This is an optimization exercise on Yosys and OpenROAD, whose aim is small area, a short achievable clock period and few clock cycles, not a production implementation. In this exercise RTL edits were held to simulation tests only and were not proved equivalent to the original.

==> trial 73 <==
==> flow/design.v (excerpt) <==
module diff_drive_odometry (
    input  logic         i_clk,
    input  logic         i_rst_n,
    input  logic         s_axis_tvalid,
    output logic         s_axis_tready,
    input  logic [63:0]  s_axis_tdata,
    output logic         m_axis_tvalid,
    input  logic         m_axis_tready,
    output logic [127:0] m_axis_tdata,
    input  logic         i_cfg_valid,
    output logic         o_cfg_ready,
    input  logic [2:0]   i_cfg_index,
    input  logic [27:0]  i_cfg_data
);
Settings: LEC_CHECK=0, CAP_MARGIN=20, CORE_MARGIN=2, CORE_UTILIZATION=60, SETUP_SLACK_MARGIN=5, SLEW_MARGIN=20; clock period 11.0 ns.
run.sh (not shown) runs the stock make flow with config.mk's settings and CLKGATE_MAP_FILE= SYNTH_SCRIPT=/design/flow/synth_recipe.tcl, a recipe that flattens the netlist after the stock synthesis.
==> trial 67 (differences from trial 73) <==
--- a/flow/design.v
+++ b/flow/design.v
@@ -111,17 +111,17 @@
     output logic         m_axis_tvalid,
     input  logic         m_axis_tready,
     output logic [127:0] m_axis_tdata,
     input  logic         i_cfg_valid,
     output logic         o_cfg_ready,
     input  logic [2:0]   i_cfg_index,
     input  logic [27:0]  i_cfg_data
 );
-    localparam logic [3:0] F_IDLE = 4'd0, F_ML = 4'd1, F_MR = 4'd3, F_RW = 4'd4,
+    localparam logic [3:0] F_IDLE = 4'd0, F_ML = 4'd1, F_LW = 4'd2, F_MR = 4'd3, F_RW = 4'd4,
                            F_MT   = 4'd5, F_TW = 4'd6, F_WRAP = 4'd8, F_DONE = 4'd9;
     localparam logic [2:0] C_IDLE = 3'd0, C_HDIV = 3'd1, C_HDONE = 3'd2, C_CD = 3'd3,
                            C_WAIT = 3'd4, C_SCD  = 3'd5, C_FIN   = 3'd6;
     localparam logic [2:0] M_IDLE = 3'd0, M_MX = 3'd1, M_XU = 3'd2, M_MY = 3'd3,
                            M_YU   = 3'd4, M_MR2 = 3'd5, M_SW = 3'd6, M_CINIT = 3'd7;
     logic [23:0] r_left_scale, r_right_scale, r_inv_track;
     logic [19:0] r_turn_db;
     logic [27:0] r_gyro_db;
@@ -156,26 +156,21 @@
     logic signed [47:0] w_mul_acc;
     logic [7:0]  w_mul_low;
     logic [31:0] w_div_rem;
     logic [1:0]  w_div_q;
     logic signed [31:0] w_cor_x, w_cor_y, w_cor_z;
     logic        w_f_step, w_m_step, w_f_mul, w_m_busy;
     assign w_f_step = (r_fst == F_ML) || (r_fst == F_MR) || (r_fst == F_MT);
     assign w_m_step = (r_mst == M_MX) || (r_mst == M_MY) || (r_mst == M_MR2);
-    assign w_f_mul  = w_f_step || (r_fst == F_RW) || (r_fst == F_TW);
+    assign w_f_mul  = w_f_step || (r_fst == F_LW) || (r_fst == F_RW) || (r_fst == F_TW);
     assign w_m_busy = ((r_mst != M_IDLE) && (r_mst != M_YU)) || (r_cst == C_WAIT);
     ddo_mul u_mul (.i_a(r_ma), .i_acc(r_acc), .i_b(r_mb[7:0]), .i_bsig(r_blast),
                    .o_acc(w_mul_acc), .o_low(w_mul_low));
-    ddo_div u_div (.i_rem(r_rem), .i_nb(r_nq[47:46]), .i_den(r_dmag),
-                   .o_rem(w_div_rem), .o_q(w_div_q));
-    logic [31:0] w_div0_rem;
-    logic [1:0]  w_div0_q;
-    ddo_div u_div0 (.i_rem(32'(r_fl[39:18])), .i_nb(r_fl[17:16]), .i_den(r_fdmag),
-                    .o_rem(w_div0_rem), .o_q(w_div0_q));
+    ddo_div u_div (.i_rem(r_rem), .i_nb(r_nq[47:46]), .i_den(r_dmag), .o_rem(w_div_rem), .o_q(w_div_q));
     ddo_cordic u_cor (.i_x(r_cx), .i_y(r_cy), .i_z(r_cz), .i_i(r_ccnt),
                       .o_x(w_cor_x), .o_y(w_cor_y), .o_z(w_cor_z));
     logic [15:0] w_lc, w_rc, w_lc_mag;
     assign w_lc     = s_axis_tdata[15:0];
     assign w_rc     = s_axis_tdata[31:16];
     assign w_lc_mag = w_lc[15] ? 16'd0 - w_lc : w_lc;
     logic signed [40:0] w_wr;
     logic signed [41:0] w_diff;
@@ -199,75 +194,51 @@
             w_dmag_new = w_dsat ? 32'h8000_0000 : w_m33[31:0];
         end else begin
             w_dsat     = w_big || w_m33[32] || w_m33[31];
             w_dmag_new = w_dsat ? 32'h7FFF_FFFF : w_m33[31:0];
         end
     end
     logic [34:0] w_nh_s;
     logic signed [33:0] w_nh_new;
-    logic        w_sat_pos, w_sat_neg, w_nsat;
-    logic [33:0] w_nh_b;
-    assign w_sat_pos = !w_pneg && (|r_acc[47:19]);
-    assign w_sat_neg = w_pneg && !(&r_acc[47:19]) &&
-                       !(w_pfrac && (&r_acc[47:20]) && !r_acc[19] && (&r_acc[18:0]) && (&r_mb[39:28]));
-    assign w_nsat    = w_sat_pos || w_sat_neg;
-    assign w_nh_b    = w_sat_pos ? 34'sh7FFF_FFFF : w_sat_neg ? -34'sh8000_0000
-                                                  : {r_acc[21:0], r_mb[39:28]};
-    assign w_nh_s    = {34'(r_heading), 1'b1} + {w_nh_b, (w_pneg & w_pfrac & !w_nsat)};
-    assign w_nh_new  = $signed(w_nh_s[34:1]);
+    assign w_nh_s   = {34'(r_heading), 1'b1} + {r_acc[21:0], r_mb[39:28], (w_pneg & w_pfrac)};
+    assign w_nh_new = w_dsat ? (w_pneg ? 34'(r_heading) - 34'sh8000_0000
+                                       : 34'(r_heading) + 34'sh7FFF_FFFF)
+                             : $signed(w_nh_s[34:1]);
     logic        w_ge_pi, w_lt_mpi, w_gt_hpi, w_lt_mhpi, w_in_range;
-    logic signed [33:0] w_ang_sum;
+    logic signed [33:0] w_ang_a, w_ang_b, w_ang_sum;
+    logic        w_ang_cin, w_fneg, w_z0neg;
+    localparam logic signed [33:0] ATAN0_Q28 = 34'sd210828714;    
     assign w_ge_pi    = r_fnh >= PI_Q28;
     assign w_lt_mpi   = r_fnh < -PI_Q28;
     assign w_gt_hpi   = r_fnh > HALF_PI_Q28;
     assign w_lt_mhpi  = r_fnh < -HALF_PI_Q28;
     assign w_in_range = !w_ge_pi && !w_lt_mpi;
-    assign w_ang_sum  = r_fnh + (w_ge_pi ? -TWO_PI_Q28 : TWO_PI_Q28);
-    localparam logic signed [33:0] ATAN0_Q28 = 34'sd210828714;    
-    localparam logic signed [31:0] ATAN0_Q30 = 32'sd843314856;
-    localparam logic signed [31:0] ATAN1_Q30 = 32'sd497837829;
-    localparam logic signed [31:0] GAIN_H    = 32'sd326016437;     
-    localparam logic signed [31:0] GAIN_3H   = 32'sd978049311;     
-    logic        w_fneg, w_s0, w_s1;
-    logic        r_ffneg, r_fs0, r_fs1;    
-    logic [31:0] w_kz, w_cz0;
-    logic signed [31:0] w_cx0, w_cy0;
     always_comb begin
-        if (w_gt_hpi) begin
-            w_fneg = 1'b1;
-            w_s0   = 1'b0;
-            w_s1   = r_fnh >= PI_Q28 - ATAN0_Q28;
+        w_ang_cin = 1'b0;
+        w_fneg    = 1'b0;
+        w_z0neg   = 1'b0;
+        w_ang_a   = r_fnh;
+        if (w_ge_pi)            w_ang_b = -TWO_PI_Q28;
+        else if (w_lt_mpi)      w_ang_b = TWO_PI_Q28;
+        else if (w_gt_hpi) begin
+            w_ang_b = -PI_Q28 + ATAN0_Q28;
+            w_fneg  = 1'b1;
+            w_z0neg = 1'b1;
         end else if (w_lt_mhpi) begin
-            w_fneg = 1'b1;
-            w_s0   = 1'b1;
-            w_s1   = r_fnh >= ATAN0_Q28 - PI_Q28;
-        end else begin
-            w_fneg = 1'b0;
-            w_s0   = !r_fnh[33];
-            w_s1   = r_fnh[33] ? (r_fnh >= -ATAN0_Q28) : (r_fnh >= ATAN0_Q28);
-        end
-    end
-    logic [31:0] w_kz2;
-    always_comb begin
-        case ({r_ffneg, r_fs0})
-            2'b10:   w_kz = 32'(-(PI_Q28 <<< 2));
-            2'b11:   w_kz = 32'(PI_Q28 <<< 2);
-            default: w_kz = '0;
-        endcase
-        case ({r_fs0, r_fs1})
-            2'b11:   w_kz2 = w_kz - ATAN0_Q30 - ATAN1_Q30;
-            2'b10:   w_kz2 = w_kz - ATAN0_Q30 + ATAN1_Q30;
-            2'b01:   w_kz2 = w_kz + ATAN0_Q30 - ATAN1_Q30;
-            default: w_kz2 = w_kz + ATAN0_Q30 + ATAN1_Q30;
-        endcase
+            w_ang_b = PI_Q28 - ATAN0_Q28;
+            w_fneg  = 1'b1;
+        end else if (r_fnh[33]) begin
+            w_ang_b = ATAN0_Q28;
+            w_z0neg = 1'b1;
+        end else                w_ang_b = -ATAN0_Q28;
     end
-    assign w_cz0 = {r_fnh[29:0], 2'b00} + w_kz2;
-    assign w_cx0 = (r_fs0 == r_fs1) ? GAIN_H : GAIN_3H;
-    assign w_cy0 = r_fs0 ? (r_fs1 ? GAIN_3H : GAIN_H) : (r_fs1 ? -GAIN_H : -GAIN_3H);
+    logic [34:0] w_ang_s;
+    assign w_ang_s   = {w_ang_a, 1'b1} + {w_ang_b, w_ang_cin};
+    assign w_ang_sum = $signed(w_ang_s[34:1]);
     logic [47:0] w_qc;
     logic        w_qneg;
     logic signed [47:0] w_r;
     logic signed [32:0] w_cdp, w_sdp;
     logic        w_same;
     assign w_qc   = r_ovf ? RADIUS_CAP : r_nq;
     assign w_qneg = r_lneg ^ r_dneg;
     logic [48:0] w_r_s;
@@ -351,29 +322,30 @@
                 r_gyro    <= w_gyro_new;
             end
             if (((r_mst == M_YU) && !r_mstr) || (r_cst == C_FIN))
                 r_out_valid <= 1'b1;
             else if (m_axis_tready)
                 r_out_valid <= 1'b0;
             case (r_fst)
                 F_IDLE: if (s_axis_tvalid && !w_m_busy) r_fst <= F_ML;
-                F_ML:   if (r_fcnt == 2'd1) r_fst <= F_MR;
+                F_ML:   if (r_fcnt == 2'd1) r_fst <= F_LW;
+                F_LW:   r_fst <= F_MR;
                 F_MR:   if (r_fcnt == 2'd1) r_fst <= F_RW;
                 F_RW:   r_fst <= F_MT;
                 F_MT:   if (r_fcnt == 2'd2) r_fst <= F_TW;
                 F_TW:   r_fst <= F_WRAP;
                 F_WRAP: if (w_in_range) r_fst <= F_DONE;
                 F_DONE: if (w_take) r_fst <= F_IDLE;
                 default: r_fst <= F_IDLE;
             endcase
             if (w_cstart) begin
-                r_cx   <= w_cx0;
-                r_cy   <= w_cy0;
-                r_cneg <= r_ffneg;
+                r_cx   <= CORDIC_GAIN_Q30;
+                r_cy   <= w_z0neg ? -CORDIC_GAIN_Q30 : CORDIC_GAIN_Q30;
+                r_cneg <= w_fneg;
                 r_cst  <= C_CD;
             end else begin
                 case (r_cst)
                     C_IDLE: begin
                         if (!r_half_ok) begin
                             if (r_inv_track == 24'd0) begin
                                 r_half    <= '0;
                                 r_half_ok <= 1'b1;
@@ -411,19 +383,19 @@
                 M_MY:  if (r_mcnt == 3'd4) r_mst <= M_YU;
                 M_YU: begin
                     r_y   <= w_pos_new;
                     r_mst <= r_mstr ? M_CINIT : M_IDLE;
                 end
                 M_MR2: if (r_mcnt == 3'd1) r_mst <= M_SW;
                 M_SW:  r_mst <= M_MX;
                 M_CINIT: begin
-                    r_cx   <= w_cx0;
-                    r_cy   <= w_cy0;
-                    r_cneg <= r_ffneg;
+                    r_cx   <= CORDIC_GAIN_Q30;
+                    r_cy   <= w_z0neg ? -CORDIC_GAIN_Q30 : CORDIC_GAIN_Q30;
+                    r_cneg <= w_fneg;
                     r_cst  <= C_SCD;
                     r_mst  <= M_IDLE;
                 end
                 default: r_mst <= M_IDLE;
             endcase
             if (i_cfg_valid) begin
                 case (i_cfg_index)
                     3'd0: r_left_scale  <= i_cfg_data[23:0];
@@ -438,42 +410,42 @@
                     3'd3: r_turn_db     <= i_cfg_data[19:0];
                     3'd4: r_gyro_db     <= i_cfg_data;
                     default: ;
                 endcase
             end
         end
     end
     always_ff @(posedge i_clk) begin
-        r_fcnt <= (w_f_step && !(r_fst == F_ML && r_fcnt == 2'd1)) ? r_fcnt + 2'd1 : 2'd0;
+        r_fcnt <= w_f_step ? r_fcnt + 2'd1 : 2'd0;
         r_mcnt <= w_m_step ? r_mcnt + 3'd1 : 3'd0;
-        if (w_cstart || r_mst == M_CINIT) r_ccnt <= 5'd2;
+        if (w_cstart || r_mst == M_CINIT) r_ccnt <= 5'd1;
         else if (r_cst == C_HDIV || r_cst == C_CD || r_cst == C_SCD) r_ccnt <= r_ccnt + 5'd1;
         else r_ccnt <= '0;
         r_blast <= ((r_fst == F_MR) && (r_fcnt == 2'd0)) ||
                    ((r_mst == M_MR2) && (r_mcnt == 3'd0)) ||
                    ((r_mst == M_MX || r_mst == M_MY) && (r_mcnt == 3'd3));
         if (w_rd) begin
             r_out_h <= r_heading;
             r_out_g <= r_gyro;
         end else if (r_cst == C_FIN) begin
             r_out_h <= r_fnh[31:0];
             r_out_g <= w_gyro_new;
         end
-        if (r_fst == F_ML && r_fcnt == 2'd1) begin
-            r_ma  <= 48'(r_right_scale);
-            r_mb  <= 40'($signed(w_rc));
-            r_acc <= '0;
-        end else if (w_f_step || w_m_step) begin
+        if (w_f_step || w_m_step) begin
             r_acc <= w_mul_acc;
             r_mb  <= {w_mul_low, r_mb[39:8]};
         end else if (r_fst == F_IDLE && !w_m_busy) begin
             r_ma  <= 48'(r_left_scale);
             r_mb  <= 40'(w_lc_mag);
             r_acc <= '0;
+        end else if (r_fst == F_LW) begin
+            r_ma  <= 48'(r_right_scale);
+            r_mb  <= 40'($signed(w_rc));
+            r_acc <= '0;
         end else if (r_fst == F_RW) begin
             r_ma  <= 48'(w_diff);
             r_mb  <= 40'(r_inv_track);
             r_acc <= '0;
         end else if (w_rd) begin
             r_ma  <= w_r;
             r_mb  <= 40'(w_cdp);
             r_acc <= '0;
@@ -484,62 +456,59 @@
         end else if (r_mst == M_XU) begin
             r_mb  <= 40'(r_ymul);
             r_acc <= '0;
         end else if (r_mst == M_SW) begin
             r_ma  <= 48'(w_wr);
             r_mb  <= 40'(r_cy);
             r_acc <= '0;
         end
-        if (r_fst == F_ML && r_fcnt == 2'd1) begin
-            r_fl    <= {w_mul_acc[23:0], w_mul_low, r_mb[39:32]};
+        if (r_fst == F_LW) begin
+            r_fl    <= {r_acc[23:0], r_mb[39:24]};
             r_flneg <= w_lc[15];
         end
         if (w_rd)                 r_ymul <= w_sdp;
         else if (r_mst == M_SW)   r_ymul <= 33'(r_cx);
         case (r_fst)
             F_TW: begin
                 r_fdmag <= w_dmag_new;
                 r_fdneg <= w_pneg && (w_dmag_new != 32'd0);
                 r_fnh   <= w_nh_new;
             end
             F_WRAP: begin
                 r_fturn <= (r_fdmag != 32'd0) && (r_fdmag >= 32'(r_turn_db));
-                r_ffneg <= w_fneg;
-                r_fs0   <= w_s0;
-                r_fs1   <= w_s1;
                 if (!w_in_range) r_fnh <= w_ang_sum;
             end
             default: ;
         endcase
         if (w_rd) begin
             r_sgx  <= r_n0;
             r_sgy  <= !r_n0;
             r_mstr <= 1'b0;
         end else if (w_sstart) begin
             r_mstr <= 1'b1;
         end else if (r_mst == M_SW) begin
             r_sgx  <= r_cneg;
             r_sgy  <= r_cneg;
         end
         if (w_cstart) begin
-            r_rem  <= w_div0_rem;
-            r_nq   <= {r_fl[15:0], 30'd0, w_div0_q};
+            r_rem  <= 32'(r_fl[39:18]);
+            r_nq   <= {r_fl[17:0], 30'd0};
             r_dmag <= r_fdmag;
             r_ovf  <= 32'(r_fl[39:18]) >= r_fdmag;
             r_lneg <= r_flneg;
             r_dneg <= r_fdneg;
-            r_cz   <= w_cz0;
+            r_cz   <= w_ang_sum[31:0] <<< 2;
             r_c0   <= r_cx;
             r_s0   <= r_cy;
             r_n0   <= r_cneg;
         end else if (r_cst == C_IDLE && !r_half_ok) begin
             r_rem  <= '0;
             r_nq   <= 48'd1 << 41;
             r_dmag <= 32'(r_inv_track);
         end else if (r_cst == C_HDIV || r_cst == C_CD || r_cst == C_SCD) begin
             r_rem <= w_div_rem;
             r_nq  <= {r_nq[45:0], w_div_q};
             if (r_cst != C_HDIV) r_cz <= w_cor_z;
         end
-        if (r_mst == M_CINIT) r_cz <= w_cz0;
+        if (r_mst == M_CINIT) r_cz <= w_ang_sum[31:0] <<< 2;
     end
 endmodule
==> flow/config.mk (replaced) <==
export PLATFORM = sky130hd
export DESIGN_NAME = diff_drive_odometry
export DESIGN_NICKNAME = diff_drive_odometry
export VERILOG_FILES = /design/flow/design.v
export SDC_FILE = /design/flow/constraint.sdc
export NUM_CORES = 4
export LEC_CHECK = 0
export CAP_MARGIN = 20
export CORE_MARGIN = 2
export CORE_UTILIZATION = 40
export SETUP_SLACK_MARGIN = 5
export SLEW_MARGIN = 20
==> results.cfg <==
[cts]
clock-sinks = 936

[synthesis]
synth_mux_area_share_pct = 2.69

[cells_and_area]
nonClkBufAreaFrac_pct = 5.60

[run_status]
status = timing/DRC/antenna clean

[worst_setup_path]
crit_family = compound AO/OA/AOI/OAI gates

[global_routing]
gr-usage-met2_pct = 63.7

[pwr]
ir_drop_mv = 0.641
Source of the figures above: trial 73

==> results.cfg <==
[pwr]
ir_drop_mv = 0.754

[cts]
clock-sinks = 933

[worst_setup_path]
crit_family = adder cells

[run_status]
status = timing/DRC/antenna clean
Source of the figures above: trial 67

Testbench counts of trial 73, summed over its fixed seeds: cycles 41,842.
Testbench counts of trial 67, summed over its fixed seeds: cycles 43,643.

==> afterwards: timing with drivers on the ports <==
The flow's constraints put no driver on any port. The routed layouts listed below were extracted and timed again, unchanged, in two steps. Step 1 assumes that a clkbuf_16 drives the clock port and a buf_2 every other input. Step 2 moves the port delays by t, midway between the first and last clock arrival at a register: inputs arrive t later, outputs are due t later. That takes back most of the time a late clock gives input paths. Slacks: no drivers / after step 1 / after step 2; pairs: no drivers / after step 1.
run	t (ns)	slack for setup (ns)	worst data-port slew with drivers (ns)
trial 73	0.841	4.904 / 4.904 / 4.454	0.23
trial 67	0.881	5.069 / 4.994 / 4.351	0.15
After both steps every run listed still meets setup and hold. The setup slack of trial 67, which loses most, moves by -0.075 ns with the drivers and by -0.718 ns with both steps.
